This design comes from an exercise in tuning for small area on the open sky130 flow, not from production work.
No functional check of the RTL was part of any run shown here.
Power figures rest on the tool's default switching activity, not on a simulated workload.

===== flow/constraint.sdc =====
create_clock -name core_clock -period 6.0 [get_ports {tb_clk}]
set_input_delay 1.2000 -clock core_clock [delete_from_list [all_inputs] [get_ports {tb_clk}]]
set_output_delay 1.2000 -clock core_clock [all_outputs]
set_load 0.01 [all_outputs]

===== flow/config.mk =====
export PLATFORM = sky130hd
export DESIGN_NAME = ahb_convolver
export DESIGN_NICKNAME = ahb_convolver
export VERILOG_FILES = /design/flow/design.v
export SDC_FILE = /design/flow/constraint.sdc
export NUM_CORES = 4
export LEC_CHECK = 0
export CAP_MARGIN = 20
export CORE_MARGIN = 2
export CORE_UTILIZATION = 65
export CTS_BUF_LIST = sky130_fd_sc_hd__clkbuf_4
export SLEW_MARGIN = 20
export SYNTH_HIERARCHICAL = 1

===== flow/run.sh =====
#!/bin/bash
# synth_recipe.tcl (not shown) runs the flow's synth.tcl, then flattens the netlist and writes it again
# the make line also repeats each setting of config.mk as NAME=value (left out here)
make -C /OpenROAD-flow-scripts/flow DESIGN_CONFIG=/design/flow/config.mk WORK_HOME=/design/flow/orfs CLKGATE_MAP_FILE= SYNTH_SCRIPT=/design/flow/synth_recipe.tcl finish

===== flow/design.v =====
`timescale 1ns/1ns
module mac_stage1 (
  input  logic [35:0] kernel,
  input  logic [35:0] samples,
  output logic [14:0] part_n
);
  logic pp0_00;
  logic pp0_01;
  logic pp0_02;
  logic pp0_03;
  logic pp0_10;
  logic pp0_11;
  logic pp0_12;
  logic pp0_13;
  logic pp0_20;
  logic pp0_21;
  logic pp0_22;
  logic pp0_23;
  logic pp0_30;
  logic pp0_31;
  logic pp0_32;
  logic pp0_33;
  logic pp1_00;
  logic pp1_01;
  logic pp1_02;
  logic pp1_03;
  logic pp1_10;
  logic pp1_11;
  logic pp1_12;
  logic pp1_13;
  logic pp1_20;
  logic pp1_21;
  logic pp1_22;
  logic pp1_23;
  logic pp1_30;
  logic pp1_31;
  logic pp1_32;
  logic pp1_33;
  logic pp2_00;
  logic pp2_01;
  logic pp2_02;
  logic pp2_03;
  logic pp2_10;
  logic pp2_11;
  logic pp2_12;
  logic pp2_13;
  logic pp2_20;
  logic pp2_21;
  logic pp2_22;
  logic pp2_23;
  logic pp2_30;
  logic pp2_31;
  logic pp2_32;
  logic pp2_33;
  logic pp3_00;
  logic pp3_01;
  logic pp3_02;
  logic pp3_03;
  logic pp3_10;
  logic pp3_11;
  logic pp3_12;
  logic pp3_13;
  logic pp3_20;
  logic pp3_21;
  logic pp3_22;
  logic pp3_23;
  logic pp3_30;
  logic pp3_31;
  logic pp3_32;
  logic pp3_33;
  logic pp4_00;
  logic pp4_01;
  logic pp4_02;
  logic pp4_03;
  logic pp4_10;
  logic pp4_11;
  logic pp4_12;
  logic pp4_13;
  logic pp4_20;
  logic pp4_21;
  logic pp4_22;
  logic pp4_23;
  logic pp4_30;
  logic pp4_31;
  logic pp4_32;
  logic pp4_33;
  logic pp5_00;
  logic pp5_01;
  logic pp5_02;
  logic pp5_03;
  logic pp5_10;
  logic pp5_11;
  logic pp5_12;
  logic pp5_13;
  logic pp5_20;
  logic pp5_21;
  logic pp5_22;
  logic pp5_23;
  logic pp5_30;
  logic pp5_31;
  logic pp5_32;
  logic pp5_33;
  logic pp6_00;
  logic pp6_01;
  logic pp6_02;
  logic pp6_03;
  logic pp6_10;
  logic pp6_11;
  logic pp6_12;
  logic pp6_13;
  logic pp6_20;
  logic pp6_21;
  logic pp6_22;
  logic pp6_23;
  logic pp6_30;
  logic pp6_31;
  logic pp6_32;
  logic pp6_33;
  logic pp7_00;
  logic pp7_01;
  logic pp7_02;
  logic pp7_03;
  logic pp7_10;
  logic pp7_11;
  logic pp7_12;
  logic pp7_13;
  logic pp7_20;
  logic pp7_21;
  logic pp7_22;
  logic pp7_23;
  logic pp7_30;
  logic pp7_31;
  logic pp7_32;
  logic pp7_33;
  logic pp8_00;
  logic pp8_01;
  logic pp8_02;
  logic pp8_03;
  logic pp8_10;
  logic pp8_11;
  logic pp8_12;
  logic pp8_13;
  logic pp8_20;
  logic pp8_21;
  logic pp8_22;
  logic pp8_23;
  logic pp8_30;
  logic pp8_31;
  logic pp8_32;
  logic pp8_33;
  logic fs0;
  logic fc0;
  logic fs1;
  logic fc1;
  logic fs2;
  logic fc2;
  logic fs3;
  logic fc3;
  logic fs4;
  logic fc4;
  logic fs5;
  logic fc5;
  logic fs6;
  logic fc6;
  logic fs7;
  logic fc7;
  logic fs8;
  logic fc8;
  logic fs9;
  logic fc9;
  logic fs10;
  logic fc10;
  logic fs11;
  logic fc11;
  logic fs12;
  logic fc12;
  logic fs13;
  logic fc13;
  logic hs14;
  logic hc14;
  logic fs15;
  logic fc15;
  logic fs16;
  logic fc16;
  logic fs17;
  logic fc17;
  logic fs18;
  logic fc18;
  logic fs19;
  logic fc19;
  logic fs20;
  logic fc20;
  logic fs21;
  logic fc21;
  logic fs22;
  logic fc22;
  logic fs23;
  logic fc23;
  logic fs24;
  logic fc24;
  logic fs25;
  logic fc25;
  logic fs26;
  logic fc26;
  logic fs27;
  logic fc27;
  logic fs28;
  logic fc28;
  logic fs29;
  logic fc29;
  logic fs30;
  logic fc30;
  logic fs31;
  logic fc31;
  logic fs32;
  logic fc32;
  logic hs33;
  logic hc33;
  logic fs34;
  logic fc34;
  logic fs35;
  logic fc35;
  logic fs36;
  logic fc36;
  logic fs37;
  logic fc37;
  logic fs38;
  logic fc38;
  logic fs39;
  logic fc39;
  logic fs40;
  logic fc40;
  logic fs41;
  logic fc41;
  logic fs42;
  logic fc42;
  logic fs43;
  logic fc43;
  logic fs44;
  logic fc44;
  logic fs45;
  logic fc45;
  logic fs46;
  logic fc46;
  logic fs47;
  logic fc47;
  logic fs48;
  logic fc48;
  logic fs49;
  logic fc49;
  logic fs50;
  logic fc50;
  logic fs51;
  logic fc51;
  logic fs52;
  logic fc52;
  logic fs53;
  logic fc53;
  logic fs54;
  logic fc54;
  logic fs55;
  logic fc55;
  logic fs56;
  logic fc56;
  logic fs57;
  logic fc57;
  logic fs58;
  logic fc58;
  logic fs59;
  logic fc59;
  logic fs60;
  logic fc60;
  logic fs61;
  logic fc61;
  logic fs62;
  logic fc62;
  logic fs63;
  logic fc63;
  logic fs64;
  logic fc64;
  logic fs65;
  logic fc65;
  logic fs66;
  logic fc66;
  logic fs67;
  logic fc67;
  logic fs68;
  logic fc68;
  logic fs69;
  logic fc69;
  logic fs70;
  logic fc70;
  logic fs71;
  logic fc71;
  logic fs72;
  logic fc72;
  logic fs73;
  logic fc73;
  logic fs74;
  logic fc74;
  logic fs75;
  logic fc75;
  logic fs76;
  logic fc76;
  logic fs77;
  logic fc77;
  logic fs78;
  logic fc78;
  logic fs79;
  logic fc79;
  logic fs80;
  logic fc80;
  logic fs81;
  logic fc81;
  logic fs82;
  logic fc82;
  logic fs83;
  logic fc83;
  logic fs84;
  logic fc84;
  logic fs85;
  logic fc85;
  logic fs86;
  logic fc86;
  logic hs87;
  logic hc87;
  logic fs88;
  logic fc88;
  logic fs89;
  logic fc89;
  logic fs90;
  logic fc90;
  logic fs91;
  logic fc91;
  logic fs92;
  logic fc92;
  logic fs93;
  logic fc93;
  logic fs94;
  logic fc94;
  logic fs95;
  logic fc95;
  logic fs96;
  logic fc96;
  logic fs97;
  logic fc97;
  logic fs98;
  logic fc98;
  logic fs99;
  logic fc99;
  logic fs100;
  logic fc100;
  logic fs101;
  logic fc101;
  logic fs102;
  logic fc102;
  logic fs103;
  logic fc103;
  logic fs104;
  logic fc104;
  logic fs105;
  logic fc105;
  logic fs106;
  logic fc106;
  logic fs107;
  logic fc107;
  logic fs108;
  logic fc108;
  logic fs109;
  logic fc109;
  logic fs110;
  logic fc110;
  logic fs111;
  logic fc111;
  logic fs112;
  logic fc112;
  logic fs113;
  logic fc113;
  logic fs114;
  logic fc114;
  logic fs115;
  logic fc115;
  logic fs116;
  logic fc116;
  logic fs117;
  logic fc117;
  logic fs118;
  logic fc118;
  logic fs119;
  logic fc119;
  logic fs120;
  logic fc120;
  logic fs121;
  logic fc121;
  logic fs122;
  logic fc122;
  logic fs123;
  logic fc123;
  logic fs124;
  logic fc124;
  logic fs125;
  logic fc125;
  logic fs126;
  logic fc126;
  logic fs127;
  logic fc127;
  logic fs128;
  logic fc128;
  logic fs129;
  logic fc129;
  logic fs130;
  logic fc130;
  logic fs131;
  logic fc131;
  assign pp0_00 = ~(kernel[0] & samples[0]);
  assign pp0_01 = ~(kernel[0] & samples[1]);
  assign pp0_02 = ~(kernel[0] & samples[2]);
  assign pp0_03 = ~(kernel[0] & samples[3]);
  assign pp0_10 = ~(kernel[1] & samples[0]);
  assign pp0_11 = ~(kernel[1] & samples[1]);
  assign pp0_12 = ~(kernel[1] & samples[2]);
  assign pp0_13 = ~(kernel[1] & samples[3]);
  assign pp0_20 = ~(kernel[2] & samples[0]);
  assign pp0_21 = ~(kernel[2] & samples[1]);
  assign pp0_22 = ~(kernel[2] & samples[2]);
  assign pp0_23 = ~(kernel[2] & samples[3]);
  assign pp0_30 = ~(kernel[3] & samples[0]);
  assign pp0_31 = ~(kernel[3] & samples[1]);
  assign pp0_32 = ~(kernel[3] & samples[2]);
  assign pp0_33 = ~(kernel[3] & samples[3]);
  assign pp1_00 = ~(kernel[4] & samples[4]);
  assign pp1_01 = ~(kernel[4] & samples[5]);
  assign pp1_02 = ~(kernel[4] & samples[6]);
  assign pp1_03 = ~(kernel[4] & samples[7]);
  assign pp1_10 = ~(kernel[5] & samples[4]);
  assign pp1_11 = ~(kernel[5] & samples[5]);
  assign pp1_12 = ~(kernel[5] & samples[6]);
  assign pp1_13 = ~(kernel[5] & samples[7]);
  assign pp1_20 = ~(kernel[6] & samples[4]);
  assign pp1_21 = ~(kernel[6] & samples[5]);
  assign pp1_22 = ~(kernel[6] & samples[6]);
  assign pp1_23 = ~(kernel[6] & samples[7]);
  assign pp1_30 = ~(kernel[7] & samples[4]);
  assign pp1_31 = ~(kernel[7] & samples[5]);
  assign pp1_32 = ~(kernel[7] & samples[6]);
  assign pp1_33 = ~(kernel[7] & samples[7]);
  assign pp2_00 = ~(kernel[8] & samples[8]);
  assign pp2_01 = ~(kernel[8] & samples[9]);
  assign pp2_02 = ~(kernel[8] & samples[10]);
  assign pp2_03 = ~(kernel[8] & samples[11]);
  assign pp2_10 = ~(kernel[9] & samples[8]);
  assign pp2_11 = ~(kernel[9] & samples[9]);
  assign pp2_12 = ~(kernel[9] & samples[10]);
  assign pp2_13 = ~(kernel[9] & samples[11]);
  assign pp2_20 = ~(kernel[10] & samples[8]);
  assign pp2_21 = ~(kernel[10] & samples[9]);
  assign pp2_22 = ~(kernel[10] & samples[10]);
  assign pp2_23 = ~(kernel[10] & samples[11]);
  assign pp2_30 = ~(kernel[11] & samples[8]);
  assign pp2_31 = ~(kernel[11] & samples[9]);
  assign pp2_32 = ~(kernel[11] & samples[10]);
  assign pp2_33 = ~(kernel[11] & samples[11]);
  assign pp3_00 = ~(kernel[12] & samples[12]);
  assign pp3_01 = ~(kernel[12] & samples[13]);
  assign pp3_02 = ~(kernel[12] & samples[14]);
  assign pp3_03 = ~(kernel[12] & samples[15]);
  assign pp3_10 = ~(kernel[13] & samples[12]);
  assign pp3_11 = ~(kernel[13] & samples[13]);
  assign pp3_12 = ~(kernel[13] & samples[14]);
  assign pp3_13 = ~(kernel[13] & samples[15]);
  assign pp3_20 = ~(kernel[14] & samples[12]);
  assign pp3_21 = ~(kernel[14] & samples[13]);
  assign pp3_22 = ~(kernel[14] & samples[14]);
  assign pp3_23 = ~(kernel[14] & samples[15]);
  assign pp3_30 = ~(kernel[15] & samples[12]);
  assign pp3_31 = ~(kernel[15] & samples[13]);
  assign pp3_32 = ~(kernel[15] & samples[14]);
  assign pp3_33 = ~(kernel[15] & samples[15]);
  assign pp4_00 = ~(kernel[16] & samples[16]);
  assign pp4_01 = ~(kernel[16] & samples[17]);
  assign pp4_02 = ~(kernel[16] & samples[18]);
  assign pp4_03 = ~(kernel[16] & samples[19]);
  assign pp4_10 = ~(kernel[17] & samples[16]);
  assign pp4_11 = ~(kernel[17] & samples[17]);
  assign pp4_12 = ~(kernel[17] & samples[18]);
  assign pp4_13 = ~(kernel[17] & samples[19]);
  assign pp4_20 = ~(kernel[18] & samples[16]);
  assign pp4_21 = ~(kernel[18] & samples[17]);
  assign pp4_22 = ~(kernel[18] & samples[18]);
  assign pp4_23 = ~(kernel[18] & samples[19]);
  assign pp4_30 = ~(kernel[19] & samples[16]);
  assign pp4_31 = ~(kernel[19] & samples[17]);
  assign pp4_32 = ~(kernel[19] & samples[18]);
  assign pp4_33 = ~(kernel[19] & samples[19]);
  assign pp5_00 = ~(kernel[20] & samples[20]);
  assign pp5_01 = ~(kernel[20] & samples[21]);
  assign pp5_02 = ~(kernel[20] & samples[22]);
  assign pp5_03 = ~(kernel[20] & samples[23]);
  assign pp5_10 = ~(kernel[21] & samples[20]);
  assign pp5_11 = ~(kernel[21] & samples[21]);
  assign pp5_12 = ~(kernel[21] & samples[22]);
  assign pp5_13 = ~(kernel[21] & samples[23]);
  assign pp5_20 = ~(kernel[22] & samples[20]);
  assign pp5_21 = ~(kernel[22] & samples[21]);
  assign pp5_22 = ~(kernel[22] & samples[22]);
  assign pp5_23 = ~(kernel[22] & samples[23]);
  assign pp5_30 = ~(kernel[23] & samples[20]);
  assign pp5_31 = ~(kernel[23] & samples[21]);
  assign pp5_32 = ~(kernel[23] & samples[22]);
  assign pp5_33 = ~(kernel[23] & samples[23]);
  assign pp6_00 = ~(kernel[24] & samples[24]);
  assign pp6_01 = ~(kernel[24] & samples[25]);
  assign pp6_02 = ~(kernel[24] & samples[26]);
  assign pp6_03 = ~(kernel[24] & samples[27]);
  assign pp6_10 = ~(kernel[25] & samples[24]);
  assign pp6_11 = ~(kernel[25] & samples[25]);
  assign pp6_12 = ~(kernel[25] & samples[26]);
  assign pp6_13 = ~(kernel[25] & samples[27]);
  assign pp6_20 = ~(kernel[26] & samples[24]);
  assign pp6_21 = ~(kernel[26] & samples[25]);
  assign pp6_22 = ~(kernel[26] & samples[26]);
  assign pp6_23 = ~(kernel[26] & samples[27]);
  assign pp6_30 = ~(kernel[27] & samples[24]);
  assign pp6_31 = ~(kernel[27] & samples[25]);
  assign pp6_32 = ~(kernel[27] & samples[26]);
  assign pp6_33 = ~(kernel[27] & samples[27]);
  assign pp7_00 = ~(kernel[28] & samples[28]);
  assign pp7_01 = ~(kernel[28] & samples[29]);
  assign pp7_02 = ~(kernel[28] & samples[30]);
  assign pp7_03 = ~(kernel[28] & samples[31]);
  assign pp7_10 = ~(kernel[29] & samples[28]);
  assign pp7_11 = ~(kernel[29] & samples[29]);
  assign pp7_12 = ~(kernel[29] & samples[30]);
  assign pp7_13 = ~(kernel[29] & samples[31]);
  assign pp7_20 = ~(kernel[30] & samples[28]);
  assign pp7_21 = ~(kernel[30] & samples[29]);
  assign pp7_22 = ~(kernel[30] & samples[30]);
  assign pp7_23 = ~(kernel[30] & samples[31]);
  assign pp7_30 = ~(kernel[31] & samples[28]);
  assign pp7_31 = ~(kernel[31] & samples[29]);
  assign pp7_32 = ~(kernel[31] & samples[30]);
  assign pp7_33 = ~(kernel[31] & samples[31]);
  assign pp8_00 = ~(kernel[32] & samples[32]);
  assign pp8_01 = ~(kernel[32] & samples[33]);
  assign pp8_02 = ~(kernel[32] & samples[34]);
  assign pp8_03 = ~(kernel[32] & samples[35]);
  assign pp8_10 = ~(kernel[33] & samples[32]);
  assign pp8_11 = ~(kernel[33] & samples[33]);
  assign pp8_12 = ~(kernel[33] & samples[34]);
  assign pp8_13 = ~(kernel[33] & samples[35]);
  assign pp8_20 = ~(kernel[34] & samples[32]);
  assign pp8_21 = ~(kernel[34] & samples[33]);
  assign pp8_22 = ~(kernel[34] & samples[34]);
  assign pp8_23 = ~(kernel[34] & samples[35]);
  assign pp8_30 = ~(kernel[35] & samples[32]);
  assign pp8_31 = ~(kernel[35] & samples[33]);
  assign pp8_32 = ~(kernel[35] & samples[34]);
  assign pp8_33 = ~(kernel[35] & samples[35]);
  conv_fa u_fa0 (.a(pp0_00), .b(pp1_00), .c(pp2_00), .s(fs0), .co(fc0));
  conv_fa u_fa1 (.a(pp3_00), .b(pp4_00), .c(pp5_00), .s(fs1), .co(fc1));
  conv_fa u_fa2 (.a(pp6_00), .b(pp7_00), .c(pp8_00), .s(fs2), .co(fc2));
  conv_fa u_fa3 (.a(fs0), .b(fs1), .c(fs2), .s(fs3), .co(fc3));
  conv_fa u_fa4 (.a(pp0_01), .b(pp0_10), .c(pp1_01), .s(fs4), .co(fc4));
  conv_fa u_fa5 (.a(pp1_10), .b(pp2_01), .c(pp2_10), .s(fs5), .co(fc5));
  conv_fa u_fa6 (.a(pp3_01), .b(pp3_10), .c(pp4_01), .s(fs6), .co(fc6));
  conv_fa u_fa7 (.a(pp4_10), .b(pp5_01), .c(pp5_10), .s(fs7), .co(fc7));
  conv_fa u_fa8 (.a(pp6_01), .b(pp6_10), .c(pp7_01), .s(fs8), .co(fc8));
  conv_fa u_fa9 (.a(pp7_10), .b(pp8_01), .c(pp8_10), .s(fs9), .co(fc9));
  conv_fa u_fa10 (.a(fc0), .b(fc1), .c(fc2), .s(fs10), .co(fc10));
  conv_fa u_fa11 (.a(fs4), .b(fs5), .c(fs6), .s(fs11), .co(fc11));
  conv_fa u_fa12 (.a(fs7), .b(fs8), .c(fs9), .s(fs12), .co(fc12));
  conv_fa u_fa13 (.a(fc3), .b(fs10), .c(fs11), .s(fs13), .co(fc13));
  conv_hai u_ha14 (.a_n(fs12), .b_n(fs13), .s_n(hs14), .co_n(hc14));
  conv_fa u_fa15 (.a(pp0_02), .b(pp0_11), .c(pp0_20), .s(fs15), .co(fc15));
  conv_fa u_fa16 (.a(pp1_02), .b(pp1_11), .c(pp1_20), .s(fs16), .co(fc16));
  conv_fa u_fa17 (.a(pp2_02), .b(pp2_11), .c(pp2_20), .s(fs17), .co(fc17));
  conv_fa u_fa18 (.a(pp3_02), .b(pp3_11), .c(pp3_20), .s(fs18), .co(fc18));
  conv_fa u_fa19 (.a(pp4_02), .b(pp4_11), .c(pp4_20), .s(fs19), .co(fc19));
  conv_fa u_fa20 (.a(pp5_02), .b(pp5_11), .c(pp5_20), .s(fs20), .co(fc20));
  conv_fa u_fa21 (.a(pp6_02), .b(pp6_11), .c(pp6_20), .s(fs21), .co(fc21));
  conv_fa u_fa22 (.a(pp7_02), .b(pp7_11), .c(pp7_20), .s(fs22), .co(fc22));
  conv_fa u_fa23 (.a(pp8_02), .b(pp8_11), .c(pp8_20), .s(fs23), .co(fc23));
  conv_fa u_fa24 (.a(fc4), .b(fc5), .c(fc6), .s(fs24), .co(fc24));
  conv_fa u_fa25 (.a(fc7), .b(fc8), .c(fc9), .s(fs25), .co(fc25));
  conv_fa u_fa26 (.a(fs15), .b(fs16), .c(fs17), .s(fs26), .co(fc26));
  conv_fa u_fa27 (.a(fs18), .b(fs19), .c(fs20), .s(fs27), .co(fc27));
  conv_fa u_fa28 (.a(fs21), .b(fs22), .c(fs23), .s(fs28), .co(fc28));
  conv_fa u_fa29 (.a(fc10), .b(fc11), .c(fc12), .s(fs29), .co(fc29));
  conv_fa u_fa30 (.a(fs24), .b(fs25), .c(fs26), .s(fs30), .co(fc30));
  conv_fa u_fa31 (.a(fs27), .b(fs28), .c(fc13), .s(fs31), .co(fc31));
  conv_fa u_fa32 (.a(fs29), .b(fs30), .c(hc14), .s(fs32), .co(fc32));
  conv_hai u_ha33 (.a_n(fs31), .b_n(fs32), .s_n(hs33), .co_n(hc33));
  conv_fa u_fa34 (.a(pp0_03), .b(pp0_12), .c(pp0_21), .s(fs34), .co(fc34));
  conv_fa u_fa35 (.a(pp0_30), .b(pp1_03), .c(pp1_12), .s(fs35), .co(fc35));
  conv_fa u_fa36 (.a(pp1_21), .b(pp1_30), .c(pp2_03), .s(fs36), .co(fc36));
  conv_fa u_fa37 (.a(pp2_12), .b(pp2_21), .c(pp2_30), .s(fs37), .co(fc37));
  conv_fa u_fa38 (.a(pp3_03), .b(pp3_12), .c(pp3_21), .s(fs38), .co(fc38));
  conv_fa u_fa39 (.a(pp3_30), .b(pp4_03), .c(pp4_12), .s(fs39), .co(fc39));
  conv_fa u_fa40 (.a(pp4_21), .b(pp4_30), .c(pp5_03), .s(fs40), .co(fc40));
  conv_fa u_fa41 (.a(pp5_12), .b(pp5_21), .c(pp5_30), .s(fs41), .co(fc41));
  conv_fa u_fa42 (.a(pp6_03), .b(pp6_12), .c(pp6_21), .s(fs42), .co(fc42));
  conv_fa u_fa43 (.a(pp6_30), .b(pp7_03), .c(pp7_12), .s(fs43), .co(fc43));
  conv_fa u_fa44 (.a(pp7_21), .b(pp7_30), .c(pp8_03), .s(fs44), .co(fc44));
  conv_fa u_fa45 (.a(pp8_12), .b(pp8_21), .c(pp8_30), .s(fs45), .co(fc45));
  conv_fa u_fa46 (.a(fc15), .b(fc16), .c(fc17), .s(fs46), .co(fc46));
  conv_fa u_fa47 (.a(fc18), .b(fc19), .c(fc20), .s(fs47), .co(fc47));
  conv_fa u_fa48 (.a(fc21), .b(fc22), .c(fc23), .s(fs48), .co(fc48));
  conv_fa u_fa49 (.a(fs34), .b(fs35), .c(fs36), .s(fs49), .co(fc49));
  conv_fa u_fa50 (.a(fs37), .b(fs38), .c(fs39), .s(fs50), .co(fc50));
  conv_fa u_fa51 (.a(fs40), .b(fs41), .c(fs42), .s(fs51), .co(fc51));
  conv_fa u_fa52 (.a(fs43), .b(fs44), .c(fs45), .s(fs52), .co(fc52));
  conv_fa u_fa53 (.a(fc24), .b(fc25), .c(fc26), .s(fs53), .co(fc53));
  conv_fa u_fa54 (.a(fc27), .b(fc28), .c(fs46), .s(fs54), .co(fc54));
  conv_fa u_fa55 (.a(fs47), .b(fs48), .c(fs49), .s(fs55), .co(fc55));
  conv_fa u_fa56 (.a(fs50), .b(fs51), .c(fs52), .s(fs56), .co(fc56));
  conv_fa u_fa57 (.a(fc29), .b(fc30), .c(fs53), .s(fs57), .co(fc57));
  conv_fa u_fa58 (.a(fs54), .b(fs55), .c(fs56), .s(fs58), .co(fc58));
  conv_fa u_fa59 (.a(fc31), .b(fs57), .c(fs58), .s(fs59), .co(fc59));
  conv_fa u_fa60 (.a(fc32), .b(fs59), .c(hc33), .s(fs60), .co(fc60));
  conv_fa u_fa61 (.a(pp0_13), .b(pp0_22), .c(pp0_31), .s(fs61), .co(fc61));
  conv_fa u_fa62 (.a(pp1_13), .b(pp1_22), .c(pp1_31), .s(fs62), .co(fc62));
  conv_fa u_fa63 (.a(pp2_13), .b(pp2_22), .c(pp2_31), .s(fs63), .co(fc63));
  conv_fa u_fa64 (.a(pp3_13), .b(pp3_22), .c(pp3_31), .s(fs64), .co(fc64));
  conv_fa u_fa65 (.a(pp4_13), .b(pp4_22), .c(pp4_31), .s(fs65), .co(fc65));
  conv_fa u_fa66 (.a(pp5_13), .b(pp5_22), .c(pp5_31), .s(fs66), .co(fc66));
  conv_fa u_fa67 (.a(pp6_13), .b(pp6_22), .c(pp6_31), .s(fs67), .co(fc67));
  conv_fa u_fa68 (.a(pp7_13), .b(pp7_22), .c(pp7_31), .s(fs68), .co(fc68));
  conv_fa u_fa69 (.a(pp8_13), .b(pp8_22), .c(pp8_31), .s(fs69), .co(fc69));
  conv_fa u_fa70 (.a(fc34), .b(fc35), .c(fc36), .s(fs70), .co(fc70));
  conv_fa u_fa71 (.a(fc37), .b(fc38), .c(fc39), .s(fs71), .co(fc71));
  conv_fa u_fa72 (.a(fc40), .b(fc41), .c(fc42), .s(fs72), .co(fc72));
  conv_fa u_fa73 (.a(fc43), .b(fc44), .c(fc45), .s(fs73), .co(fc73));
  conv_fa u_fa74 (.a(fs61), .b(fs62), .c(fs63), .s(fs74), .co(fc74));
  conv_fa u_fa75 (.a(fs64), .b(fs65), .c(fs66), .s(fs75), .co(fc75));
  conv_fa u_fa76 (.a(fs67), .b(fs68), .c(fs69), .s(fs76), .co(fc76));
  conv_fa u_fa77 (.a(fc46), .b(fc47), .c(fc48), .s(fs77), .co(fc77));
  conv_fa u_fa78 (.a(fc49), .b(fc50), .c(fc51), .s(fs78), .co(fc78));
  conv_fa u_fa79 (.a(fc52), .b(fs70), .c(fs71), .s(fs79), .co(fc79));
  conv_fa u_fa80 (.a(fs72), .b(fs73), .c(fs74), .s(fs80), .co(fc80));
  conv_fa u_fa81 (.a(fs75), .b(fs76), .c(fc53), .s(fs81), .co(fc81));
  conv_fa u_fa82 (.a(fc54), .b(fs77), .c(fc55), .s(fs82), .co(fc82));
  conv_fa u_fa83 (.a(fc56), .b(fs78), .c(fs79), .s(fs83), .co(fc83));
  conv_fa u_fa84 (.a(fs80), .b(fc57), .c(fs81), .s(fs84), .co(fc84));
  conv_fa u_fa85 (.a(fc58), .b(fs82), .c(fs83), .s(fs85), .co(fc85));
  conv_fa u_fa86 (.a(fs84), .b(fc59), .c(fs85), .s(fs86), .co(fc86));
  conv_hai u_ha87 (.a_n(fc60), .b_n(fs86), .s_n(hs87), .co_n(hc87));
  conv_fa u_fa88 (.a(pp0_23), .b(pp0_32), .c(pp1_23), .s(fs88), .co(fc88));
  conv_fa u_fa89 (.a(pp1_32), .b(pp2_23), .c(pp2_32), .s(fs89), .co(fc89));
  conv_fa u_fa90 (.a(pp3_23), .b(pp3_32), .c(pp4_23), .s(fs90), .co(fc90));
  conv_fa u_fa91 (.a(pp4_32), .b(pp5_23), .c(pp5_32), .s(fs91), .co(fc91));
  conv_fa u_fa92 (.a(pp6_23), .b(pp6_32), .c(pp7_23), .s(fs92), .co(fc92));
  conv_fa u_fa93 (.a(pp7_32), .b(pp8_23), .c(pp8_32), .s(fs93), .co(fc93));
  conv_fa u_fa94 (.a(fc61), .b(fc62), .c(fc63), .s(fs94), .co(fc94));
  conv_fa u_fa95 (.a(fc64), .b(fc65), .c(fc66), .s(fs95), .co(fc95));
  conv_fa u_fa96 (.a(fc67), .b(fc68), .c(fc69), .s(fs96), .co(fc96));
  conv_fa u_fa97 (.a(fs88), .b(fs89), .c(fs90), .s(fs97), .co(fc97));
  conv_fa u_fa98 (.a(fs91), .b(fs92), .c(fs93), .s(fs98), .co(fc98));
  conv_fa u_fa99 (.a(fc70), .b(fc71), .c(fc72), .s(fs99), .co(fc99));
  conv_fa u_fa100 (.a(fc73), .b(fc74), .c(fc75), .s(fs100), .co(fc100));
  conv_fa u_fa101 (.a(fc76), .b(fs94), .c(fs95), .s(fs101), .co(fc101));
  conv_fa u_fa102 (.a(fs96), .b(fs97), .c(fs98), .s(fs102), .co(fc102));
  conv_fa u_fa103 (.a(fc77), .b(fc78), .c(fc79), .s(fs103), .co(fc103));
  conv_fa u_fa104 (.a(fs99), .b(fc80), .c(fs100), .s(fs104), .co(fc104));
  conv_fa u_fa105 (.a(fs101), .b(fs102), .c(fc81), .s(fs105), .co(fc105));
  conv_fa u_fa106 (.a(fc82), .b(fc83), .c(fs103), .s(fs106), .co(fc106));
  conv_fa u_fa107 (.a(fs104), .b(fc84), .c(fs105), .s(fs107), .co(fc107));
  conv_fa u_fa108 (.a(fc85), .b(fs106), .c(fs107), .s(fs108), .co(fc108));
  conv_fa u_fa109 (.a(fc86), .b(hc87), .c(fs108), .s(fs109), .co(fc109));
  conv_fa u_fa110 (.a(pp0_33), .b(pp1_33), .c(pp2_33), .s(fs110), .co(fc110));
  conv_fa u_fa111 (.a(pp3_33), .b(pp4_33), .c(pp5_33), .s(fs111), .co(fc111));
  conv_fa u_fa112 (.a(pp6_33), .b(pp7_33), .c(pp8_33), .s(fs112), .co(fc112));
  conv_fa u_fa113 (.a(fc88), .b(fc89), .c(fc90), .s(fs113), .co(fc113));
  conv_fa u_fa114 (.a(fc91), .b(fc92), .c(fc93), .s(fs114), .co(fc114));
  conv_fa u_fa115 (.a(fs110), .b(fs111), .c(fs112), .s(fs115), .co(fc115));
  conv_fa u_fa116 (.a(fc94), .b(fc95), .c(fc96), .s(fs116), .co(fc116));
  conv_fa u_fa117 (.a(fc97), .b(fc98), .c(fs113), .s(fs117), .co(fc117));
  conv_fa u_fa118 (.a(fs114), .b(fs115), .c(fc99), .s(fs118), .co(fc118));
  conv_fa u_fa119 (.a(fc100), .b(fc101), .c(fs116), .s(fs119), .co(fc119));
  conv_fa u_fa120 (.a(fc102), .b(fs117), .c(fc103), .s(fs120), .co(fc120));
  conv_fa u_fa121 (.a(fs118), .b(fc104), .c(fs119), .s(fs121), .co(fc121));
  conv_fa u_fa122 (.a(fc105), .b(fc106), .c(fs120), .s(fs122), .co(fc122));
  conv_fa u_fa123 (.a(fs121), .b(fc107), .c(fs122), .s(fs123), .co(fc123));
  conv_fa u_fa124 (.a(fc110), .b(fc111), .c(fc112), .s(fs124), .co(fc124));
  conv_fa u_fa125 (.a(fc113), .b(fc114), .c(fc115), .s(fs125), .co(fc125));
  conv_fa u_fa126 (.a(fs124), .b(fc116), .c(fc117), .s(fs126), .co(fc126));
  conv_fa u_fa127 (.a(fs125), .b(fc118), .c(fc119), .s(fs127), .co(fc127));
  conv_fa u_fa128 (.a(fs126), .b(fc120), .c(fc121), .s(fs128), .co(fc128));
  conv_fa u_fa129 (.a(fs127), .b(fc122), .c(fs128), .s(fs129), .co(fc129));
  conv_fa u_fa130 (.a(fc124), .b(fc125), .c(fc126), .s(fs130), .co(fc130));
  conv_fa u_fa131 (.a(fc127), .b(fs130), .c(fc128), .s(fs131), .co(fc131));
  assign part_n = {fc131, fc130, fs131, fc129, fs129, fc123, fc109, fs123, fc108, fs109, hs87, fs60, hs33, hs14, fs3};
endmodule
module mac_stage2 (
  input  logic [14:0] part_n,
  output logic [10:0] sum_n
);
  logic fs132;
  logic fc132;
  logic fs133;
  logic fc133;
  logic fs134;
  logic fc134;
  logic fs135;
  logic fc135;
  conv_fa u_fa132 (.a(part_n[6]), .b(part_n[7]), .c(part_n[8]), .s(fs132), .co(fc132));
  conv_fa u_fa133 (.a(part_n[10]), .b(part_n[9]), .c(fc132), .s(fs133), .co(fc133));
  conv_fa u_fa134 (.a(part_n[11]), .b(part_n[12]), .c(fc133), .s(fs134), .co(fc134));
  conv_fa u_fa135 (.a(part_n[13]), .b(part_n[14]), .c(fc134), .s(fs135), .co(fc135));
  assign sum_n = {fc135, fs135, fs134, fs133, fs132, part_n[5], part_n[4], part_n[3], part_n[2], part_n[1], part_n[0]};
endmodule
module conv_fa (
  input  logic a,
  input  logic b,
  input  logic c,
  output logic s,
  output logic co
);
  assign s = a ^ b ^ c;
  assign co = (a & b) | (a & c) | (b & c);
endmodule
module conv_hai (
  input  logic a_n,
  input  logic b_n,
  output logic s_n,
  output logic co_n
);
  assign s_n = ~(a_n ^ b_n);
  assign co_n = a_n | b_n;
endmodule
`timescale 1ns/1ns
module ahb_convolver (
  input  logic       tb_clk,
  input  logic       reset,
  input  logic       hsel,
  input  logic [4-1:0]  haddr,
  input  logic [1:0] htrans,
  input  logic       hwrite,
  input  logic [16-1:0]  hwdata,
  output logic [16-1:0]  hrdata,
  output logic       hresp
);
  logic        accept;
  logic        addr_error;
  logic        pop;
  logic [11:0] read_mux;
  logic [11:0] rdata_q;
  logic [2:0]  wr_sel;
  logic [35:0] coeff_stage;
  logic [11:0] sample_stage;
  logic        load_coeff;
  logic        load_sample;
  logic        busy;
  logic        empty;
  logic        overflow;
  logic [10:0] rd_data;
  assign accept = hsel && htrans[1];
  always_comb begin
    case (haddr)
      4'd0, 4'd2: addr_error = hwrite;
      4'd4, 4'd6, 4'd8, 4'd10, 4'd12: addr_error = 1'b0;
      default: addr_error = 1'b1;
    endcase
  end
  assign pop = accept && !hwrite && (haddr == 4'd2);
  always_comb begin
    case (haddr[3:1])
      3'd0: read_mux = {9'd0, overflow, !empty, busy};
      3'd1: read_mux = {1'b0, rd_data};
      3'd2: read_mux = sample_stage;
      3'd3: read_mux = coeff_stage[11:0];
      3'd4: read_mux = coeff_stage[23:12];
      3'd5: read_mux = coeff_stage[35:24];
      default: read_mux = '0;
    endcase
  end
  always_ff @(posedge tb_clk) begin
    if (reset) begin
      hresp <= 1'b0;
      rdata_q <= '0;
      wr_sel <= '0;
    end else begin
      hresp <= accept && addr_error;
      rdata_q <= (accept && !hwrite && !addr_error) ? read_mux : '0;
      wr_sel <= (accept && hwrite && !addr_error) ? haddr[3:1] : 3'd0;
    end
  end
  assign hrdata = {4'd0, rdata_q};
  always_ff @(posedge tb_clk) begin
    if (reset) begin
      coeff_stage <= '0;
      sample_stage <= '0;
      load_coeff <= 1'b0;
      load_sample <= 1'b0;
    end else begin
      if (wr_sel == 3'd2) sample_stage <= hwdata[11:0];
      if (wr_sel == 3'd3) coeff_stage[11:0] <= hwdata[11:0];
      if (wr_sel == 3'd4) coeff_stage[23:12] <= hwdata[11:0];
      if (wr_sel == 3'd5) coeff_stage[35:24] <= hwdata[11:0];
      load_coeff <= (wr_sel == 3'd6) && hwdata[0];
      load_sample <= (wr_sel == 3'd6) && hwdata[1] && !hwdata[0];
    end
  end
  logic [35:0] kernel;
  logic        kernel_clear;
  logic [23:0] window;
  logic [1:0]  fill_q;
  always_ff @(posedge tb_clk) begin
    if (reset) begin
      kernel_clear <= 1'b1;
    end else if (load_coeff) begin
      kernel_clear <= 1'b0;
    end
  end
  always_ff @(posedge tb_clk) begin
    if (load_coeff) kernel <= coeff_stage;
  end
  always_ff @(posedge tb_clk) begin
    if (load_sample) window <= {sample_stage, window[23:12]};
  end
  logic [14:0] part_n;
  logic [14:0] part_q;
  logic [10:0] sum_n;
  logic [10:0] res_q [1:2];
  logic [2:0]  vld_q;
  logic        push;
  mac_stage1 i_mac_stage1 (
    .kernel  (kernel),
    .samples ({sample_stage, window}),
    .part_n  (part_n)
  );
  mac_stage2 i_mac_stage2 (
    .part_n  (part_q),
    .sum_n   (sum_n)
  );
  always_ff @(posedge tb_clk) begin
    part_q <= part_n;
    res_q[1] <= ~sum_n & {11{!kernel_clear}};
    res_q[2] <= res_q[1];
  end
  always_ff @(posedge tb_clk) begin
    if (reset) begin
      fill_q <= '0;
      vld_q <= '0;
    end else begin
      if (load_sample && !fill_q[1]) fill_q <= fill_q + 2'd1;
      vld_q <= {vld_q[1:0], load_sample && fill_q[1]};
    end
  end
  assign push = vld_q[2];
  assign busy = (|vld_q) || load_coeff || load_sample;
  logic [15:0][10:0] mem;
  logic [4:0]  wr_ptr;
  logic [4:0]  rd_ptr;
  logic        full;
  assign empty = (wr_ptr == rd_ptr);
  assign full = (wr_ptr == {~rd_ptr[4], rd_ptr[3:0]});
  always_ff @(posedge tb_clk) begin
    for (int i = 0; i < 16; i++) begin
      if (push && !full && wr_ptr[3:0] == 4'(i)) mem[i] <= res_q[2];
    end
  end
  always_ff @(posedge tb_clk) begin
    if (reset) begin
      wr_ptr <= '0;
      rd_ptr <= '0;
      overflow <= 1'b0;
    end else begin
      if (push && !full) wr_ptr <= wr_ptr + 5'd1;
      if (pop && !empty) rd_ptr <= rd_ptr + 5'd1;
      if (push && full) overflow <= 1'b1;
    end
  end
  assign rd_data = empty ? 11'd0 : mem[rd_ptr[3:0]];
endmodule

==> results.py, run 1 <==
metrics = {
    "place": {
        "place.port_buffers": 33,
        "placed_cells": 1401,
        "dpl.hpwl_um": 24600,
        "gp_congestion": 0.904,
        "place_area_mm2": 0.0168,
    },
    "critical_path": {
        "r2r-end": "part_q[5]",
        "r2r_cells": 11,
        "worst-setup-path-type": "reg -> reg",
        "cp-start-kind": "flop",
        "crit_path_end_kind": "flop",
        "required_ns": 6.56,
        "crit_arrival_ns": 5.14,
        "setup.worst_path.start": "sample_stage[2]",
        "crit_path_max_fanout": 7,
        "r2r-start": "sample_stage[2]",
        "reg2reg_slack_ns": 1.42,
    },
    "clock_tree": {
        "cts.htree.levels": 3,
        "cts_hold_buf": 0,
        "root_buffer": "clkbuf_4",
        "clock-sinks": 356,
        "numCtsBuffers": 90,
        "ctsResizeCount": 0,
        "clockBufferDepth": 3,
        "clock_latency_ns": 0.72,
        "tritoncts": "yes",
        "cts_setup_buffers": 0,
        "clk_pin_slew_ns": 0.07,
    },
    "synthesis": {
        "synth_edf_count": 236,
        "synthCells": 1095,
        "ys_seq_area_frac": 0.580,
        "synthesis.area_mm2": 0.0164,
        "synth_cell_types": 52,
        "synthSimpleGateAreaFrac": 0.0780,
        "ys.flop_type": "edfxtp_1",
        "syn_avg_cell_area_um2": 15.0,
        "synth-xor-area-share": 0.00588,
        "synth_compound_area_frac": 0.0358,
        "synthArstFlopShare": 0,
        "ys.warnings.count": 8,
        "ys_ff_latch": 356,
        "synthAdderAreaFrac": 0.169,
        "synth.mux.area_fraction": 0.0990,
        "synth_top_family_by_area": "adder cells",
    },
    "sta": {
        "fmaxAchievable_mhz": 219,
        "slew-limit-headroom": 0.319,
        "rsz0062_at_grt": "no",
        "tns_ns": 0,
        "finalHoldViolCount": 0,
        "slew_viol_final": 0,
        "fin_crit_ns": 4.58,
        "skew_ns": 0.0614,
        "setup_viol": 0,
        "worst_pin_slew_ns": 1.02,
        "fin_hold_ws_ns": 0.308,
        "finalCritPeriodShare": 0.763,
    },
    "final_layout": {
        "drive_gt1_frac": 0.182,
        "fin_nets": 1330,
        "final_cell_mix": "edfxtp_1, nand2_1, clkbuf_4, fa_1, dfxtp_1",
        "fin_area_mm2": 0.0180,
        "final_common_cell": "edfxtp_1",
        "syn2layout_area_growth_pct": 9.92,
        "instances_no_fill": 1573,
    },
    "min_path": {
        "hp-class": "reg -> reg",
        "min_to": "res_q[2][4]",
        "hold_path_depth": 0,
        "hold_start": "res_q[1][4]",
    },
    "routing": {
        "wire_per_inst_um": 22.8,
        "wl_um": 35900,
        "drc": 0,
        "vias": 9286,
        "drt-pass1-iter-count": 5,
        "viasPerCell": 5.90,
        "final_antenna_net_count": 0,
        "drt_iter0_markers": 968,
    },
    "die": {
        "io_pins": 43,
        "die_h_um": 163,
        "dieArea_mm2": 0.0265,
        "die_w_um": 163,
        "core-area_mm2": 0.0250,
        "initial_core_util": 0.656,
        "row_count": 58,
    },
    "global_route": {
        "grt_use_total": 0.287,
        "grt-ovfl-total": 0,
        "grt_pass1_vias": 9692,
        "antenna_found_initial": 1,
        "grt_max_degree": 71,
        "grt_pass1_wl_um": 55300,
    },
    "flow_run": {
        "drv_cap": 0,
    },
    "outcome": {
        "status": "no timing/DRC/antenna violations",
    },
    "power": {
        "leakage_nw": 5.92,
        "max-vdd-ir-drop_v": 0.000190,
        "power_density_mw_per_mm2": 262,
    },
}
==> through the flow <==
step	util	total power, mW	setup WS, ns
final	0.721	4.72	1.42
after global routing	0.721	4.89	1.26
after CTS	0.720	4.77	1.44
after detailed placement	0.672	2.71	1.46
after global placement	0.672	2.71	1.51
after floorplan	-	2.69	1.70
==> sequential cells by signal (all words and copies together) (netlist names) <==
register	count
mem	176
coeff_stage	36
kernel	36
window	24
res_q	22
part_q	15
rdata_q	12
sample_stage	12
rd_ptr	5
wr_ptr	5
vld_q	3
wr_sel	3
fill_q	2
hresp	1
kernel_clear	1
load_coeff	1
load_sample	1
overflow	1
==> modules after synthesis (local to each module, per instance) <==
module	times used	cells inside
ahb_convolver	1	777
mac_stage1	1	159
conv_hai	3	5
mac_stage2	1	11
conv_fa	133	1
==> logic make-up (layout without fill, tap and decap cells) <==
logic type                 after synthesis  count (layout)
other                                    1               9
AOI/OAI and AO/OA                       83              83
adders and majority gates              141             141
muxes                                  106             106
buffers and inverters                   94             234
xor gates and xnor gates                11              11
DFF                                    356             356
and+or+nand+nor                        303             303
==> cell type report <==
| type | instances | area (um^2) |
|---|---|---|
| multi-input cells | 648 | 6370 |
| diodes | 5 | 12.5 |
| clock inverters | 19 | 88.8 |
| inverters | 20 | 75.1 |
| repair buffers | 47 | 430 |
| well taps | 330 | 413 |
| flip-flops and latches | 356 | 9490 |
| clock buffers | 148 | 1110 |
| fillers | 1720 | 6970 |
==> synthesized netlist by cell type (7+ instances only) <==
cell type	number	area share
ha_1	8	0.0061
inv_1	20	0.0046
a22oi_1	29	0.013
nor2_1	84	0.019
edfxtp_1	236	0.43
mux4_2	37	0.051
and3_1	14	0.0053
dfxtp_1	120	0.15
buf_2	15	0.0046
xnor2_1	9	0.0048
buf_4	32	0.015
mux2i_1	52	0.032
mux2_2	11	0.0076
clkbuf_1	14	0.0032
nor2b_1	12	0.0046
fa_1	133	0.16
nand2_1	167	0.038
a221oi_1	7	0.0037
a21oi_1	23	0.0070
==> report_power, final <==
group	switching, mW	internal [mW]
clock	0.949	1.12
sequential	0.00323	2.59
combinational	0.0407	0.0273
total	0.992	3.73
==> critical path: stages, from the launching register on <==
cell	delay [ns]
dfxtp_1	0.58
nand2_1	0.14
fa_1	0.48
fa_1	0.65
fa_1	0.48
fa_1	0.43
fa_1	0.50
fa_1	0.50
inv_1	0.04
ha_1	0.17
inv_1	0.07
fa_1	0.40
==> how the worst max path moves through the flow <==
stage | endpoint | cells past startpoint | slack, ns
detailed placement | part_q[5] | 11 | 1.46
finish | part_q[5] | 11 | 1.42
floorplan | part_q[5] | 10 | 1.70
global route | part_q[5] | 9 | 1.26
global placement | part_q[5] | 11 | 1.51
CTS | part_q[5] | 11 | 1.44
==> layer usage <==
metal  part of all wire  vias to the layer above  global-route usage
met3              0.085                       73              0.0639
met5                  0                        -                   0
li1                   -                     4084                   -
met4              0.027                        0               0.110
met2               0.45                      419               0.413
met1               0.44                     4710               0.435
==> run 2: changes to the inputs <==
--- a/flow/design.v
+++ b/flow/design.v
@@ -787,6 +787,12 @@
   assign hrdata = {4'd0, rdata_q};
+  logic [11:0] stage_data;
+  assign stage_data = hwdata[11:0] & {12{!reset}};
+  always_ff @(posedge tb_clk) begin
+    if (reset || wr_sel == 3'd2) sample_stage <= stage_data;
+    if (reset || wr_sel == 3'd3) coeff_stage[11:0] <= stage_data;
+    if (reset || wr_sel == 3'd4) coeff_stage[23:12] <= stage_data;
+    if (reset || wr_sel == 3'd5) coeff_stage[35:24] <= stage_data;
+  end
   always_ff @(posedge tb_clk) begin
     if (reset) begin
-      coeff_stage <= '0;
-      sample_stage <= '0;
       load_coeff <= 1'b0;
@@ -794,6 +800,2 @@
     end else begin
-      if (wr_sel == 3'd2) sample_stage <= hwdata[11:0];
-      if (wr_sel == 3'd3) coeff_stage[11:0] <= hwdata[11:0];
-      if (wr_sel == 3'd4) coeff_stage[23:12] <= hwdata[11:0];
-      if (wr_sel == 3'd5) coeff_stage[35:24] <= hwdata[11:0];
       load_coeff <= (wr_sel == 3'd6) && hwdata[0];
@@ -822,3 +824,3 @@
   logic [10:0] sum_n;
-  logic [10:0] res_q [1:2];
+  logic [10:0] res_q;
   logic [2:0]  vld_q;
@@ -836,4 +838,3 @@
     part_q <= part_n;
-    res_q[1] <= ~sum_n & {11{!kernel_clear}};
-    res_q[2] <= res_q[1];
+    res_q <= ~sum_n & {11{!kernel_clear}};
   end
@@ -853,8 +854,18 @@
   logic [4:0]  rd_ptr;
+  logic [4:0]  wr_ptr_d;
+  logic [4:0]  rd_ptr_d;
   logic        full;
+  logic        full_d;
+  logic        do_push;
+  logic        do_pop;
   assign empty = (wr_ptr == rd_ptr);
   assign full = (wr_ptr == {~rd_ptr[4], rd_ptr[3:0]});
+  assign do_push = push && !full;
+  assign do_pop = pop && !empty;
+  assign wr_ptr_d = wr_ptr + 5'(do_push);
+  assign rd_ptr_d = rd_ptr + 5'(do_pop);
+  assign full_d = (wr_ptr_d == {~rd_ptr[4], rd_ptr[3:0]}) && !do_pop;
   always_ff @(posedge tb_clk) begin
     for (int i = 0; i < 16; i++) begin
-      if (push && !full && wr_ptr[3:0] == 4'(i)) mem[i] <= res_q[2];
+      if (vld_q[1] && !full_d && wr_ptr_d[3:0] == 4'(i)) mem[i] <= res_q;
     end
@@ -867,4 +878,4 @@
     end else begin
-      if (push && !full) wr_ptr <= wr_ptr + 5'd1;
-      if (pop && !empty) rd_ptr <= rd_ptr + 5'd1;
+      wr_ptr <= wr_ptr_d;
+      rd_ptr <= rd_ptr_d;
       if (push && full) overflow <= 1'b1;
@@ -872,3 +883,8 @@
   end
-  assign rd_data = empty ? 11'd0 : mem[rd_ptr[3:0]];
+  always_comb begin
+    rd_data = '0;
+    for (int i = 0; i < 16; i++) begin
+      rd_data = rd_data | (mem[i] & {11{rd_ptr[3:0] == 4'(i) && !empty}});
+    end
+  end
 endmodule
==> flow/flow/run.sh (new file) <==
#!/bin/bash
set -euo pipefail
export BUFFER_PORTS_ARGS="-buffer_cell sky130_fd_sc_hd__buf_1"
export CTS_ARGS="-sink_clustering_enable -repair_clock_nets -dont_use_dummy_load -buf_list sky130_fd_sc_hd__clkbuf_8 -sink_clustering_size 16 -sink_clustering_max_diameter 100"
bash standard.sh > standard.log 2>&1
==> flow/standard.sh (new file) <==
#!/bin/bash
# synth_recipe.tcl (not shown) runs the flow's synth.tcl, then flattens the netlist and writes it again
# the make line also repeats each setting of config.mk as NAME=value (left out here)
make -C /OpenROAD-flow-scripts/flow DESIGN_CONFIG=/design/flow/config.mk WORK_HOME=/design/flow/orfs CLKGATE_MAP_FILE= SYNTH_SCRIPT=/design/flow/synth_recipe.tcl "${@:-finish}"
--- a/flow/config.mk
+++ b/flow/config.mk
@@ -7,7 +7,6 @@
 export LEC_CHECK = 0
-export CAP_MARGIN = 20
+export CAP_MARGIN = 0
 export CORE_MARGIN = 2
 export CORE_UTILIZATION = 65
-export CTS_BUF_LIST = sky130_fd_sc_hd__clkbuf_4
-export SLEW_MARGIN = 20
+export SLEW_MARGIN = 0
 export SYNTH_HIERARCHICAL = 1
removed: flow/run.sh
==> results.py, run 2 <==
metrics = {
    "final_layout": {
        "largest_register": "mem",
        "fillers": 1789,
        "syn2layout_area_growth_pct": 4.42,
        "reg.largest.list": "mem x176, coeff_stage x36, kernel x36",
        "largest_reg_flops": 176,
        "drive_gt1_frac": 0.0838,
        "final_common_cell": "edfxtp_1",
        "seqCellArea_mm2": 0.00975,
        "num_antenna_cells": 0,
        "multi_input_area_mm2": 0.00616,
        "fin_nets": 1290,
        "final_cell_mix": "edfxtp_1, nand2_1, fa_1, dfxtp_1, buf_1",
    },
    "sta": {
        "fin_hold_ws_ns": 0.379,
        "rsz0062_at_grt": "no",
        "finalWorstSetupSlack_ns": 1.44,
        "worst_pin_slew_ns": 1.23,
        "setup_viol": 0,
        "finalCritPeriodShare": 0.760,
        "fmaxAchievable_mhz": 219,
        "slew_viol_final": 0,
        "tns_ns": 0,
        "finalHoldViolCount": 0,
        "fin_crit_ns": 4.56,
        "slew-limit-headroom": 0.175,
        "skew_ns": 0.0558,
    },
    "critical_path": {
        "reg2reg_slack_ns": 1.44,
        "crit_path_max_fanout": 4,
        "crit_arrival_ns": 5.00,
        "cp-start-kind": "flop",
        "required_ns": 6.44,
        "crit_path_end_kind": "flop",
        "worst-setup-path-type": "reg -> reg",
    },
    "clock_tree": {
        "cts_setup_buffers": 0,
        "clockBufferDepth": 3,
        "tritoncts": "yes",
        "cts_hold_buf": 0,
        "clk_pin_slew_ns": 0.10,
        "cts.htree.levels": 1,
        "numCtsBuffers": 25,
        "clock-sinks": 345,
        "clock_latency_ns": 0.58,
        "root_buffer": "clkbuf_8",
        "ctsResizeCount": 0,
    },
    "power": {
        "pwr-share-seq": 0.662,
        "combPwrFrac": 0.078,
        "p_sw_mw": 0.890,
        "power_density_mw_per_mm2": 236,
        "leakage_nw": 5.43,
        "max-vdd-ir-drop_v": 0.000219,
        "swShare": 0.221,
        "clkPwrFrac": 0.260,
        "p_int_mw": 3.14,
    },
    "die": {
        "io_pins": 43,
        "row_count": 58,
        "die_h_um": 163,
        "initial_core_util": 0.655,
        "dieArea_mm2": 0.0264,
        "die_w_um": 163,
        "core-area_mm2": 0.0250,
    },
    "routing": {
        "wl_um": 37100,
        "vias": 9173,
        "drt-pass1-iter-count": 5,
        "drt_iter0_markers": 1081,
        "drc": 0,
        "final_antenna_net_count": 0,
        "viasPerCell": 6.32,
        "wire_per_inst_um": 25.5,
    },
    "synthesis": {
        "synth_edf_count": 284,
        "synthArstFlopShare": 0,
        "yosysTopAreaCell": "edfxtp_1",
        "synth_cell_types": 75,
        "ys_top_cells_by_count": "edfxtp_1, nand2_1, fa_1",
        "synth.area.top_cells": "edfxtp_1, fa_1, dfxtp_1, nand2_1, mux2i_1",
        "ys_seq_area_frac": 0.596,
        "syn_avg_cell_area_um2": 14.8,
        "ys.flop_type": "edfxtp_1",
        "synth_most_common_cell": "edfxtp_1",
        "synthesis.area_mm2": 0.0163,
        "ys_ff_latch": 345,
        "synthCells": 1107,
        "ys.warnings.count": 7,
        "yosysTopAreaCellShare": 0.522,
    },
    "global_route": {
        "grt_use_total": 0.293,
        "antenna_found_initial": 1,
        "grt_pass1_vias": 9274,
        "grt-ovfl-total": 0,
        "grt_max_degree": 60,
        "grt_pass1_wl_um": 56100,
    },
    "place": {
        "pre_cts_slack_ns": 1.48,
        "place.port_buffers": 33,
        "dpl.hpwl_um": 26700,
        "gp_congestion": 0.943,
    },
    "min_path": {
        "hp-class": "reg -> reg",
    },
    "flow_run": {
        "drv_cap": 0,
    },
    "outcome": {
        "status": "no timing/DRC/antenna violations",
    },
}
## run 2: changes by cell type in the layout (fill, tap and decap cells not counted), sizes merged, moves of 32 or more
cell and change:
clkdlybuf4s50 -32, nor2 -53, dfxtp -59, clkbuf -122, edfxtp +48, buf +45, mux4 -42
## run 2: kinds of logic after synthesis
family | Yosys count | share of synthesized area
AO/OA/AOI/OAI | 154 | 0.0724
XOR/XNOR | 17 | 0.0105
adder cells (fa/ha/maj) | 140 | 0.168
buffers and inverters | 91 | 0.0322
flip-flops | 345 | 0.596
multiplexers | 42 | 0.0266
other | 1 | 0.000229
AND/OR/NAND/NOR | 317 | 0.0934
## run 2: power groups by stage
stage               clock network, mW  registers, mW  logic [mW]
CTS                              1.07           2.67       0.323
global route                     1.16           2.68       0.365
detailed placement                  0           2.72       0.323
finish                           1.05           2.67       0.315
floorplan                           0           2.71       0.398
global placement                    0           2.72       0.309
## run 2: per-stage QoR
| stage | power, mW | utilization | area (um^2) | instances |
|---|---|---|---|---|
| global placement | 3.03 | 0.670 | 16700 | 1427 |
| detailed placement | 3.05 | 0.670 | 16700 | 1427 |
| CTS | 4.06 | 0.684 | 17100 | 1452 |
| finish | 4.03 | 0.684 | 17100 | 1452 |
| global route | 4.20 | 0.684 | 17100 | 1452 |
| floorplan | 3.11 | - | 16400 | 1110 |
## run 2: metal layers
layer	global-route usage	up-vias	wire length [um]
met5	0	-	0
met4	0.0732	0	856
met3	0.0560	48	3750
met2	0.426	438	16200
met1	0.465	4685	16300
li1	-	4002	-
## run 2: worst paths after layout
kind | from | to | cells past startpoint
worst min register to register | part_q[3] | res_q[3] | 1
worst max-delay path | kernel[0] | part_q[5] | 9
worst max register to register | kernel[0] | part_q[5] | 9
worst min-delay path | part_q[3] | res_q[3] | 1
## run 2: final cells by class
| class | count | area share |
|---|---|---|
| tap | 330 | 0.0242 |
| sequential | 345 | 0.571 |
| clock buffer | 25 | 0.0202 |
| inverter | 17 | 0.00374 |
| multi-input combinational | 674 | 0.361 |
| timing repair buffer | 61 | 0.0196 |
## run 2: critical path, cell delays in order (launching register included)
cell and delay [ns]:
edfxtp_1 0.54, nand2_1 0.14, fa_1 0.49, fa_1 0.52, fa_1 0.45, fa_1 0.45
fa_1 0.44, fa_1 0.49, fa_1 0.51, fa_1 0.40
## run 2: Yosys stat by module, one instance, submodules excluded
| module | cell area [um^2] | flip-flops and latches | times used |
|---|---|---|---|
| ahb_convolver | 12900 | 345 | 1 |
| mac_stage2 | 82.6 | 0 | 1 |
| conv_fa | 20.0 | 0 | 133 |
| mac_stage1 | 653 | 0 | 1 |
| conv_hai | 27.5 | 0 | 3 |
==> run 3: changes to the inputs <==
--- a/flow/design.v
+++ b/flow/design.v
@@ -730,2 +730,15 @@
 `timescale 1ns/1ns
+module fifo_wr_decode (
+  input  logic [3:0]  ptr,
+  input  logic        inc,
+  input  logic        en,
+  output logic [15:0] we
+);
+  logic [3:0] slot;
+  assign slot = ptr + 4'(inc);
+  always_comb begin
+    for (int i = 0; i < 16; i++) we[i] = en && (slot == 4'(i));
+  end
+endmodule
+`timescale 1ns/1ns
 module ahb_convolver (
@@ -855,3 +868,2 @@
   logic [4:0]  wr_ptr_d;
-  logic [4:0]  rd_ptr_d;
   logic        full;
@@ -865,7 +877,13 @@
   assign wr_ptr_d = wr_ptr + 5'(do_push);
-  assign rd_ptr_d = rd_ptr + 5'(do_pop);
   assign full_d = (wr_ptr_d == {~rd_ptr[4], rd_ptr[3:0]}) && !do_pop;
+  logic [15:0] mem_we;
+  fifo_wr_decode i_fifo_wr_decode (
+    .ptr (wr_ptr[3:0]),
+    .inc (do_push),
+    .en  (vld_q[1] && !full_d),
+    .we  (mem_we)
+  );
   always_ff @(posedge tb_clk) begin
     for (int i = 0; i < 16; i++) begin
-      if (vld_q[1] && !full_d && wr_ptr_d[3:0] == 4'(i)) mem[i] <= res_q;
+      if (mem_we[i]) mem[i] <= res_q;
     end
@@ -878,4 +896,4 @@
     end else begin
-      wr_ptr <= wr_ptr_d;
-      rd_ptr <= rd_ptr_d;
+      if (do_push) wr_ptr <= wr_ptr + 5'd1;
+      if (do_pop) rd_ptr <= rd_ptr + 5'd1;
       if (push && full) overflow <= 1'b1;
--- a/flow/config.mk
+++ b/flow/config.mk
@@ -7,6 +7,6 @@
 export LEC_CHECK = 0
-export CAP_MARGIN = 0
+export CAP_MARGIN = 20
 export CORE_MARGIN = 2
 export CORE_UTILIZATION = 65
-export SLEW_MARGIN = 0
+export SLEW_MARGIN = 20
 export SYNTH_HIERARCHICAL = 1
==> results.py, run 3 <==
metrics = {
    "sta": {
        "tns_ns": 0,
        "setup_viol": 0,
        "finalCritPeriodShare": 0.770,
        "fin_hold_ws_ns": 0.371,
        "fmaxAchievable_mhz": 217,
        "slew_viol_final": 0,
        "finalHoldViolCount": 0,
        "rsz0062_at_grt": "no",
        "worst_pin_slew_ns": 0.943,
        "fin_crit_ns": 4.62,
        "slew-limit-headroom": 0.371,
        "skew_ns": 0.0758,
        "finalWorstSetupSlack_ns": 1.38,
    },
    "clock_tree": {
        "ctsResizeCount": 0,
        "clockBufferDepth": 3,
        "numCtsBuffers": 25,
        "root_buffer": "clkbuf_8",
        "clock_latency_ns": 0.60,
        "clk_pin_slew_ns": 0.09,
        "cts_setup_buffers": 0,
        "cts_hold_buf": 0,
        "clock-sinks": 345,
        "cts.htree.levels": 1,
        "tritoncts": "yes",
    },
    "routing": {
        "vias": 9305,
        "viasPerCell": 6.35,
        "wire_per_inst_um": 25.1,
        "drt_iter0_markers": 1047,
        "final_antenna_net_count": 0,
        "drc": 0,
        "drt-pass1-iter-count": 5,
        "wl_um": 36800,
    },
    "power": {
        "p_sw_mw": 0.896,
        "power_density_mw_per_mm2": 238,
        "power_mw": 4.04,
        "pwr-share-seq": 0.660,
        "swShare": 0.222,
        "clkPwrFrac": 0.261,
        "p_int_mw": 3.15,
        "leakage_nw": 5.48,
        "combPwrFrac": 0.079,
        "max-vdd-ir-drop_v": 0.000188,
    },
    "final_layout": {
        "multi_input_area_mm2": 0.00610,
        "instances_no_fill": 1466,
        "final_common_cell": "edfxtp_1",
        "fin_area_mm2": 0.0170,
        "final_core_util": 0.696,
        "drive_gt1_frac": 0.0814,
        "reg.largest.list": "mem x176, coeff_stage x36, kernel x36",
        "fillers": 1717,
        "largest_reg_flops": 176,
        "syn2layout_area_growth_pct": 4.55,
        "num_antenna_cells": 0,
        "fin_nets": 1316,
        "final_cell_mix": "edfxtp_1, nand2_1, fa_1, dfxtp_1, nor2_1",
        "seqCellArea_mm2": 0.00975,
        "largest_register": "mem",
    },
    "critical_path": {
        "worst-setup-path-type": "reg -> reg",
        "crit_path_end_kind": "flop",
        "path_common_cell": "fa_1",
        "crit_path_max_fanout": 4,
        "r2r_cells": 9,
        "slowest_stage": "fa_1",
        "cp_top_family": "adder cells",
        "cp_cell_sequence": "nand2_1, fa_1, fa_1, fa_1, fa_1, fa_1, fa_1, fa_1, fa_1",
        "cpPeakStageDelay_ns": 0.54,
        "cp.depth": 9,
        "cp-start-kind": "flop",
        "cp_num_buf_inv": 0,
        "required_ns": 6.41,
        "crit_arrival_ns": 5.03,
    },
    "place": {
        "placed_cells": 1441,
        "dpl.hpwl_um": 26300,
        "place_area_mm2": 0.0167,
        "pre_cts_slack_ns": 1.47,
        "place.port_buffers": 33,
        "gp_congestion": 0.921,
    },
    "synthesis": {
        "synth_cell_types": 67,
        "synthCells": 1123,
        "ys_seq_area_frac": 0.599,
        "ys_top_cells_by_count": "edfxtp_1, nand2_1, fa_1",
        "ys_ff_latch": 345,
        "synth.area.top_cells": "edfxtp_1, fa_1, dfxtp_1, nand2_1, a22oi_1",
        "synthArstFlopShare": 0,
        "ys.warnings.count": 8,
        "yosysTopAreaCell": "edfxtp_1",
        "synth_edf_count": 284,
        "ys.flop_type": "edfxtp_1",
        "synthesis.area_mm2": 0.0163,
        "synth_most_common_cell": "edfxtp_1",
        "yosysTopAreaCellShare": 0.524,
        "syn_avg_cell_area_um2": 14.5,
    },
    "die": {
        "core-area_mm2": 0.0245,
        "die_h_um": 162,
        "io_pins": 43,
        "dieArea_mm2": 0.0263,
        "die_w_um": 162,
        "row_count": 57,
        "initial_core_util": 0.666,
    },
    "global_route": {
        "grt-ovfl-total": 0,
        "antenna_found_initial": 0,
        "grt_pass1_vias": 9450,
        "grt_max_degree": 38,
        "grt_use_total": 0.296,
        "grt_pass1_wl_um": 56600,
    },
    "min_path": {
        "hold_path_depth": 1,
        "hp-class": "reg -> reg",
    },
    "flow_run": {
        "drv_cap": 0,
    },
    "outcome": {
        "status": "no timing/DRC/antenna violations",
    },
}
## run 3: routing by layer
| metal | up-vias | global-route usage | routed length (um) |
|---|---|---|---|
| met5 | - | 0 | 0 |
| met4 | 0 | 0.0712 | 874 |
| met3 | 48 | 0.0552 | 3480 |
| met2 | 428 | 0.444 | 16500 |
| met1 | 4756 | 0.459 | 15900 |
| li1 | 4073 | - | - |
## run 3: area by class of cell
class	instances	share of cell area
multi-input cells	689	0.359
well taps	324	0.0238
repair buffers	62	0.0201
inverters	21	0.00463
clock buffers	25	0.0202
flip-flops and latches	345	0.573
## run 3: cells by family (layout without fill, tap and decap cells)
| kind of cell | after synthesis | in the layout | synth area share |
|---|---|---|---|
| compound gates | 177 | 177 | 0.0798 |
| xor+xnor | 19 | 19 | 0.0102 |
| fa+ha+maj | 146 | 146 | 0.174 |
| buf+inv | 92 | 108 | 0.0310 |
| flops | 345 | 345 | 0.599 |
| mux | 31 | 31 | 0.0207 |
| other cells | 1 | 4 | 0.000230 |
| simple gates | 312 | 312 | 0.0857 |
## run 3: power groups by stage
stage          clock, mW  sequential (mW)  combinational [mW]
6_report            1.05             2.67               0.320
3_5_place_dp           0             2.72               0.326
5_1_grt             1.14             2.68               0.378
2_1_floorplan          0             2.71               0.398
3_3_place_gp           0             2.72               0.318
4_1_cts             1.07             2.67               0.326
## run 3: modules after synthesis (local to each module, per instance)
module,copies in the design,flops+latches,cells
ahb_convolver,1,345,765
conv_fa,133,0,1
conv_hai,3,0,5
fifo_wr_decode,1,0,40
mac_stage1,1,0,159
mac_stage2,1,0,11
## run 3: worst paths after layout
check                                from   endpoint  slack (ns)
worst max-delay path            kernel[0]  part_q[5]        1.38
worst min-delay path            part_q[5]   res_q[5]        0.37
worst max register to register  kernel[0]  part_q[5]        1.38
worst min register to register  part_q[5]   res_q[5]        0.37

[separate check: timing with driven ports]
How much do the figures lean on ideal ports? The routed layouts below were timed once more, with nothing changed but the port constraints. Step 1 (the two cells are an assumption about what drives the block):
set clk [get_ports {tb_clk}]
set_driving_cell -lib_cell sky130_fd_sc_hd__clkbuf_16 $clk
set_driving_cell -lib_cell sky130_fd_sc_hd__buf_2 [delete_from_list [all_inputs] $clk]
Step 2, shift: input delay + t, output delay - t, t = (earliest + latest rising clock arrival at the registers) / 2. This alone moves slack from input paths to output paths. Three values: ideal, step 1, step 2; two values: the first two.
| run | t (ns) | setup WS [ns] | latest minus earliest clock arrival (ns) | worst register clock-pin slew, ns | pins driven straight from the clock port |
|---|---|---|---|---|---|
| run 1 | 0.736 | 1.424 / 1.424 / 1.424 | 0.061 / 0.062 | 0.07 / 0.07 | 1 |
| run 2 | 0.601 | 1.442 / 1.442 / 1.442 | 0.056 / 0.056 | 0.11 / 0.11 | 1 |
| run 3 | 0.611 | 1.382 / 1.382 / 1.382 | 0.076 / 0.077 | 0.10 / 0.10 | 1 |
After both steps setup and hold are still met in every run listed.
